Context: an optimization exercise on an open-source flow, tuned for small area, a short achievable clock period and few clock cycles. The choices shown serve that exercise and are no tape-out recipe. In this exercise RTL edits were held to simulation tests only and were not proved equivalent to the original. Power figures rest on the tool's default switching activity, not on a simulated workload.

Design odp_writer, start of the top module:
module odp_writer #(
    parameter int DEPTH = 17           
) (
    input  logic        clk,
    input  logic        rst_n,
    input  logic        px_in_vld,
    input  logic [15:0] px_in,
    output logic        px_in_rdy,
    output logic        MEM_REQ,
    output logic [31:0] MEM_ADDR,
    output logic [3:0]  MEM_CMD,
    output logic        MEM_WE,
    output logic [31:0] MEM_DOUT,
    output logic        MEM_WVLD,
    input  logic        MEM_WRDY,
    input  logic        MEM_ODP_SEL,
    input  logic        MEM_FIN,
    input  logic        ODP_START,
    output logic        ODP_STATUS,
    input  logic [31:0] CFG_WRITE_START_ADDR,
    input  logic [8:0]  CFG_WIDTH,
    input  logic [8:0]  CFG_HEIGHT,
    input  logic [9:0]  CFG_NUM_FMAP
);
    localparam int MD = DEPTH - 1;             
    typedef enum logic [1:0] {B_IDLE, B_REQ, B_DATA, B_FIN} bst_t;
    logic          status_q, rdy_q, in_done_q, half_q;
    logic          last_q;                     
    logic [8:0]    wlen_q, hlen_q, wc_q, hc_q;
    logic [9:0]    nc_q;
    logic [31:0]   addr_q;
    logic [31:0]   mem_q [MD];
    logic [MD-1:0] nw_q;                       
  ...
==> flow/config.mk <==
export PLATFORM = sky130hd
export DESIGN_NAME = odp_writer
export DESIGN_NICKNAME = odp_writer
export VERILOG_FILES = /design/flow/design.v
export SDC_FILE = /design/flow/constraint.sdc
export NUM_CORES = 4
export LEC_CHECK = 0
export ABC_CLOCK_PERIOD_IN_PS = 3000
export CAP_MARGIN = 20
export CORE_MARGIN = 2
export CORE_UTILIZATION = 65
export CTS_CLUSTER_DIAMETER = 100
export CTS_CLUSTER_SIZE = 20
export SLEW_MARGIN = 20
==> flow/constraint.sdc <==
create_clock -name core_clock -period 12.0 [get_ports {clk}]
set_input_delay 2.4000 -clock core_clock [delete_from_list [all_inputs] [get_ports {clk}]]
set_output_delay 2.4000 -clock core_clock [all_outputs]
set_load 0.01 [all_outputs]
standard.sh (not shown) runs the stock make flow with config.mk's settings and CLKGATE_MAP_FILE= SYNTH_SCRIPT=/design/flow/synth_recipe.tcl, a recipe that flattens the netlist after the stock synthesis.
==> flow/flow/run.sh <==
#!/bin/bash
# Own layout flow: the standard ORFS flow (standard.sh), with
#  - the port buffers made from buf_2 cells instead of the default delay-buffer cells,
set -euo pipefail
export BUFFER_PORTS_ARGS="-buffer_cell sky130_fd_sc_hd__buf_2"
bash standard.sh SETUP_SLACK_MARGIN=8.5 finish > flow_make.log 2>&1
Testbench counts at the start, summed over its fixed seeds: cycles 176,730.
Then changed:
--- a/flow/design.v
+++ b/flow/design.v
@@ -28,15 +28,16 @@
     logic          last_q;                     
     logic [8:0]    wlen_q, hlen_q, wc_q, hc_q;
     logic [9:0]    nc_q;
     logic [31:0]   addr_q;
     logic [31:0]   mem_q [MD];
     logic [MD-1:0] nw_q;                       
     logic [MD-1:0] rsel;                       
-    logic [31:0]   rdata;
+    logic [31:0]   dout_d, addr_d;
+    logic          fin_b;
     logic [DEPTH:0] tot_q;                     
     logic          hv_q;                       
     logic [31:0]   dout_q;
     logic [15:0]   px_q;
     logic          slo_q, shi_q, hz_q;         
     bst_t          bst_q;
     logic          req_q, wvld_q;
@@ -84,17 +85,21 @@
     assign cmd_d  = commit ? cnt4 : cnt4m1;
     always_comb begin
         if (wc_q != 9'd1)      last_nx = (wc_q == 9'd2) && (hc_q == 9'd1) && (nc_q == 10'd1);
         else if (hc_q != 9'd1) last_nx = (wlen_q == 9'd1) && (hc_q == 9'd2) && (nc_q == 10'd1);
         else                   last_nx = (wlen_q == 9'd1) && (hlen_q == 9'd1) && (nc_q == 10'd2);
     end
     always_comb begin
-        rdata = '0;
-        for (int i = 0; i < MD; i++) rdata = rdata | (mem_q[i] & {32{rsel[i]}});
+        dout_d = dout_q & {32{!ld}};
+        for (int i = 0; i < MD; i++) dout_d = dout_d | (mem_q[i] & {32{ld && rsel[i]}});
     end
+    assign fin_b  = (bst_q == B_FIN) && MEM_FIN;
+    assign addr_d = (CFG_WRITE_START_ADDR & {32{!status_q}}) |
+                    ({addr_q[31:6] + 26'd1, addr_q[5:0]} & {32{status_q && fin_b}}) |
+                    (addr_q & {32{status_q && !fin_b}});
     assign rsel = nw_q & ~{1'b0, nw_q[MD-1:1]};
     always_ff @(posedge clk or negedge rst_n) begin
         if (!rst_n) begin
             status_q  <= 1'b0;
             rdy_q     <= 1'b0;
             in_done_q <= 1'b0;
             half_q    <= 1'b0;
@@ -149,15 +154,14 @@
     always_ff @(posedge clk) begin
         if (!status_q) begin
             wlen_q <= CFG_WIDTH;
             hlen_q <= CFG_HEIGHT;
             wc_q   <= CFG_WIDTH;
             hc_q   <= CFG_HEIGHT;
             nc_q   <= CFG_NUM_FMAP;
-            addr_q <= CFG_WRITE_START_ADDR;
             last_q <= (CFG_WIDTH == 9'd1) && (CFG_HEIGHT == 9'd1) && (CFG_NUM_FMAP == 10'd1);
         end else begin
             if (xfer) last_q <= last_nx;
             if (xfer) begin
                 if (wc_q == 9'd1) begin
                     wc_q <= wlen_q;
                     if (hc_q == 9'd1) begin
@@ -166,22 +170,22 @@
                     end else begin
                         hc_q <= hc_q - 9'd1;
                     end
                 end else begin
                     wc_q <= wc_q - 9'd1;
                 end
             end
-            if (bst_q == B_FIN && MEM_FIN) addr_q[31:6] <= addr_q[31:6] + 26'd1;
         end
         if (bst_q == B_IDLE) begin
             beat_q <= cmd_d;
         end else if (bst_q == B_DATA && pop) begin
             beat_q <= beat_q - 4'd1;
         end
-        if (ld) dout_q <= rdata;
+        dout_q <= dout_d;
+        addr_q <= addr_d;
     end
     always_ff @(posedge clk) begin
         if (xfer) begin
             px_q <= px_in;
             hz_q <= !half_q;
         end
         if (wr_lo) begin
The changed run finished clean.
Worst setup slack is better by 0.022 ns.
Count of clock-buffer cells in the layout climbs by 22.
Clock power came out higher by about 3%.
Die area shrinks by 1.3%.
Routed wire length grows by about 1.8%.
First-iteration DRC count increases by 22%.
Via count rises by about 3%.
Final area fell by about 0.45%.
Synthesized cell count grows by about 4%.
Power climbs by 9.5%.
Non-clock buffer count came out lower by 5.
Testbench counts after the change, summed over its fixed seeds: cycles 176,730.

-- re-timing with driven ports --
The results above use ideal ports. As a check the final layouts listed here were re-extracted and re-timed, cells and wires unchanged.
Step 1 assumes that a clkbuf_16 drives the clock port and a buf_2 every other input.
Step 2 adds t to the input delays and takes it off the output delays; t is the mean of the earliest and latest rising clock arrival at the registers after step 1. Input paths then give back, and output paths get back, about the clock's delay inside the block.
a / b / c = ideal ports / drivers / drivers and shift; a / b = the first two.
| run | t (ns) | setup slack, ns | hold slack, ns | worst data-port slew with drivers (ns) |
|---|---|---|---|---|
| the first run | 0.624 | 8.397 / 8.342 / 7.864 | 0.443 / 0.443 / 0.443 | 0.06 |
| the second run | 0.617 | 8.419 / 8.366 / 7.927 | 0.439 / 0.439 / 0.439 | 0.09 |
After both steps setup and hold are still met in every run listed. The setup slack of the first run, which loses most, moves by -0.055 ns with the drivers and by -0.533 ns with both steps.
